What follows belongs to an exercise in optimizing a design on an open flow for small area; a production flow would make more cautious choices. Only simulation tests tie the RTL to the original design; equivalence was not proved.

==> flow/design.v <==
module reg_file_2r1w #(
    parameter int XLEN     = 64,
    parameter int NREG     = 32,
    parameter int AW       = 5,
    parameter int ZERO_REG = 1
) (
    input  logic            clk,
    input  logic            rst,
    input  logic            rd_en,
    input  logic [AW-1:0]   rs1_addr,
    input  logic [AW-1:0]   rs2_addr,
    output logic [XLEN-1:0] rs1_data,
    output logic [XLEN-1:0] rs2_data,
    output logic            rd_valid,
    input  logic            wr_en,
    input  logic [AW-1:0]   wr_addr,
    input  logic [XLEN-1:0] wr_data,
    output logic            busy
);
    logic          busy_reg;
    logic [AW-1:0] clr_cnt;
    logic          rd_valid_reg;
    logic          p;
    always_ff @(posedge clk) begin
        if (rst) begin
            busy_reg <= 1'b1;
            clr_cnt  <= '0;
        end else if (busy_reg) begin
            clr_cnt <= clr_cnt + AW'(1);
            if (clr_cnt == AW'(NREG - 1)) busy_reg <= 1'b0;
        end
    end
    always_ff @(posedge clk) begin
        rd_valid_reg <= !rst && !busy_reg && rd_en;
        p            <= !rst && !p;
    end
    logic            wr_ok;
    logic            clr_now;
    logic [XLEN-1:0] col_lo, col_hi;
    assign wr_ok   = wr_en && !rst && !busy_reg;
    assign clr_now = busy_reg && p;
    genvar gc;
    generate
        for (gc = 0; gc < XLEN; gc++) begin : g_col
            reg_file_2r1w_xor2 u_lo (.a(wr_data[gc]), .b(p), .y(col_lo[gc]));
            reg_file_2r1w_xor2 u_hi (.a(wr_data[gc]), .b(p), .y(col_hi[gc]));
        end
    endgenerate
    localparam int NR = NREG - 1;
    logic [XLEN-1:0] S [0:NR-1];
    logic [NR-1:0]   sel1, sel2;
    logic            pz1, pz2;
    always_ff @(posedge clk) begin
        for (int r = 0; r < NR; r++) begin
            sel1[r] <= (rs1_addr == AW'(r + 1));
            sel2[r] <= (rs2_addr == AW'(r + 1));
        end
        pz1 <= !rst && !p && (rs1_addr != '0);
        pz2 <= !rst && !p && (rs2_addr != '0);
    end
    genvar gr, gb;
    generate
        for (gr = 0; gr < NR; gr++) begin : g_row
            logic wsel, a_lo, b_lo, a_hi, b_hi;
            assign wsel = wr_ok && (wr_addr == AW'(gr + 1));
            reg_file_2r1w_rowdrv u_drv_lo (.wsel(wsel), .clr(clr_now), .a(a_lo), .b(b_lo));
            reg_file_2r1w_rowdrv u_drv_hi (.wsel(wsel), .clr(clr_now), .a(a_hi), .b(b_hi));
            for (gb = 0; gb < XLEN; gb++) begin : g_bit
                reg_file_2r1w_bit u_bit (
                    .clk(clk),
                    .a(gb < XLEN/2 ? a_lo : a_hi),
                    .b(gb < XLEN/2 ? b_lo : b_hi),
                    .col(gr < NR/2 ? col_lo[gb] : col_hi[gb]),
                    .q(S[gr][gb])
                );
            end
        end
    endgenerate
    generate
        for (gb = 0; gb < XLEN; gb++) begin : g_rd
            logic [NR-1:0] d;
            for (gr = 0; gr < NR; gr++) begin : g_d
                assign d[gr] = S[gr][gb];
            end
            reg_file_2r1w_rdbit #(.NR(NR)) u_rd1 (.sel(sel1), .d(d), .pz(pz1), .y(rs1_data[gb]));
            reg_file_2r1w_rdbit #(.NR(NR)) u_rd2 (.sel(sel2), .d(d), .pz(pz2), .y(rs2_data[gb]));
        end
    endgenerate
    assign rd_valid = rd_valid_reg;
    assign busy     = busy_reg;
endmodule
module reg_file_2r1w_rowdrv (
    input  logic wsel,
    input  logic clr,
    output logic a,
    output logic b
);
    assign a = wsel | clr;
    assign b = ~wsel;
endmodule
module reg_file_2r1w_bit (
    input  logic clk,
    input  logic a,
    input  logic b,
    input  logic col,
    output logic q
);
    always_ff @(posedge clk) begin
        q <= ~((q | a) & (b | col));
    end
endmodule
module reg_file_2r1w_rdbit #(
    parameter int NR = 31
) (
    input  logic [NR-1:0] sel,
    input  logic [NR-1:0] d,
    input  logic          pz,
    output logic          y
);
    logic [10:0] t;
    logic [2:0]  g;
    genvar gi;
    generate
        for (gi = 0; gi < 10; gi++) begin : g_aoi
            reg_file_2r1w_aoi222 u_aoi (
                .a1(sel[3*gi]), .a2(d[3*gi]), .b1(sel[3*gi+1]), .b2(d[3*gi+1]),
                .c1(sel[3*gi+2]), .c2(d[3*gi+2]), .y(t[gi])
            );
        end
    endgenerate
    reg_file_2r1w_nand2 u_n2 (.a(sel[30]), .b(d[30]), .y(t[10]));
    reg_file_2r1w_nand4 u_g0 (.a(t[0]), .b(t[1]), .c(t[2]), .d(t[3]), .y(g[0]));
    reg_file_2r1w_nand4 u_g1 (.a(t[4]), .b(t[5]), .c(t[6]), .d(t[7]), .y(g[1]));
    reg_file_2r1w_nand3 u_g2 (.a(t[8]), .b(t[9]), .c(t[10]), .y(g[2]));
    logic n;
    reg_file_2r1w_or3   u_or (.a(g[0]), .b(g[1]), .c(g[2]), .y(n));
    reg_file_2r1w_xor2  u_x  (.a(n), .b(pz), .y(y));
endmodule
module reg_file_2r1w_aoi222 (
    input  logic a1, a2, b1, b2, c1, c2,
    output logic y
);
    assign y = ~((a1 & a2) | (b1 & b2) | (c1 & c2));
endmodule
module reg_file_2r1w_nand2 (input logic a, b, output logic y);
    assign y = ~(a & b);
endmodule
module reg_file_2r1w_nand3 (input logic a, b, c, output logic y);
    assign y = ~(a & b & c);
endmodule
module reg_file_2r1w_nand4 (input logic a, b, c, d, output logic y);
    assign y = ~(a & b & c & d);
endmodule
module reg_file_2r1w_or3 (input logic a, b, c, output logic y);
    assign y = a | b | c;
endmodule
module reg_file_2r1w_xor2 (input logic a, b, output logic y);
    assign y = a ^ b;
endmodule
module reg_file_2r1w_xnor2 (input logic a, b, output logic y);
    assign y = ~(a ^ b);
endmodule
export LEC_CHECK = 0
export CAP_MARGIN = 20
export CORE_MARGIN = 2
export CORE_UTILIZATION = 30
export SLEW_MARGIN = 20
export SYNTH_HIERARCHICAL = 1
create_clock -name core_clock -period 5.0 [get_ports {clk}]
standard.sh (not shown) runs the stock make flow with config.mk's settings and CLKGATE_MAP_FILE= SYNTH_SCRIPT=/design/flow/synth_recipe.tcl, a recipe that flattens the netlist after the stock synthesis.
==> flow/flow/run.sh <==
#!/bin/bash
# The standard ORFS flow (standard.sh, with its synthesis unchanged), with two
# changes to how the layout is made:
#  - ports are buffered with buf_1 cells instead of the slow clkdlybuf4s50_1 that
#    buffer_ports picks by default;
#  - the clock tree uses larger sink clusters and no dummy loads.
# make's output goes to flow.log; ORFS keeps each step's log under orfs/logs/.
set -euo pipefail
bash standard.sh \
  "BUFFER_PORTS_ARGS=-buffer_cell sky130_fd_sc_hd__buf_1" \
  "CTS_ARGS=-sink_clustering_enable -repair_clock_nets -dont_use_dummy_load -sink_clustering_size 24 -sink_clustering_max_diameter 100" \
  finish > flow.log 2>&1
==> next run, changes <==
--- a/flow/config.mk
+++ b/flow/config.mk
@@ -8,5 +8,5 @@
 export CAP_MARGIN = 20
 export CORE_MARGIN = 2
-export CORE_UTILIZATION = 30
+export CORE_UTILIZATION = 40
 export SLEW_MARGIN = 20
 export SYNTH_HIERARCHICAL = 1
Result: The changed run ran to the end with no violations. Final area goes down by 1.4%. Wire length goes down by 1.4%. Global-route usage goes up by 9.3 points. Worst hold slack stays flat. Via count hardly moves. Non-clock buffer count goes down by 19. Worst setup slack improves by 11 ps. Clock skew goes down by 67 ps.

port drivers added, routing unchanged:
Ports are ideal in the flow. The routed layouts listed here were re-timed in OpenROAD. Step 1: set_driving_cell puts a clkbuf_16 on clk and a buf_2 on each other input, an assumption about the parent block. Step 2 times the ports against the registers' clock, not the clock port: input delays grow and output delays shrink by t, the midpoint of the rising clock arrivals with the driver on. Slacks: no drivers / after step 1 / after step 2; pairs: no drivers / after step 1.
| run | shift t [ns] | slack for setup (ns) | clock arrival spread, ns | slew at the worst register clock pin (ns) | worst data-port slew with drivers (ns) |
|---|---|---|---|---|---|
| the first run | 0.861 | 0.019 / -0.081 / 0.780 | 0.101 / 0.101 | 0.10 / 0.10 | 0.19 |
| the second run | 0.861 | 0.031 / -0.066 / 0.796 | 0.037 / 0.037 | 0.10 / 0.10 | 0.21 |
After both steps setup and hold are still met in every run listed.
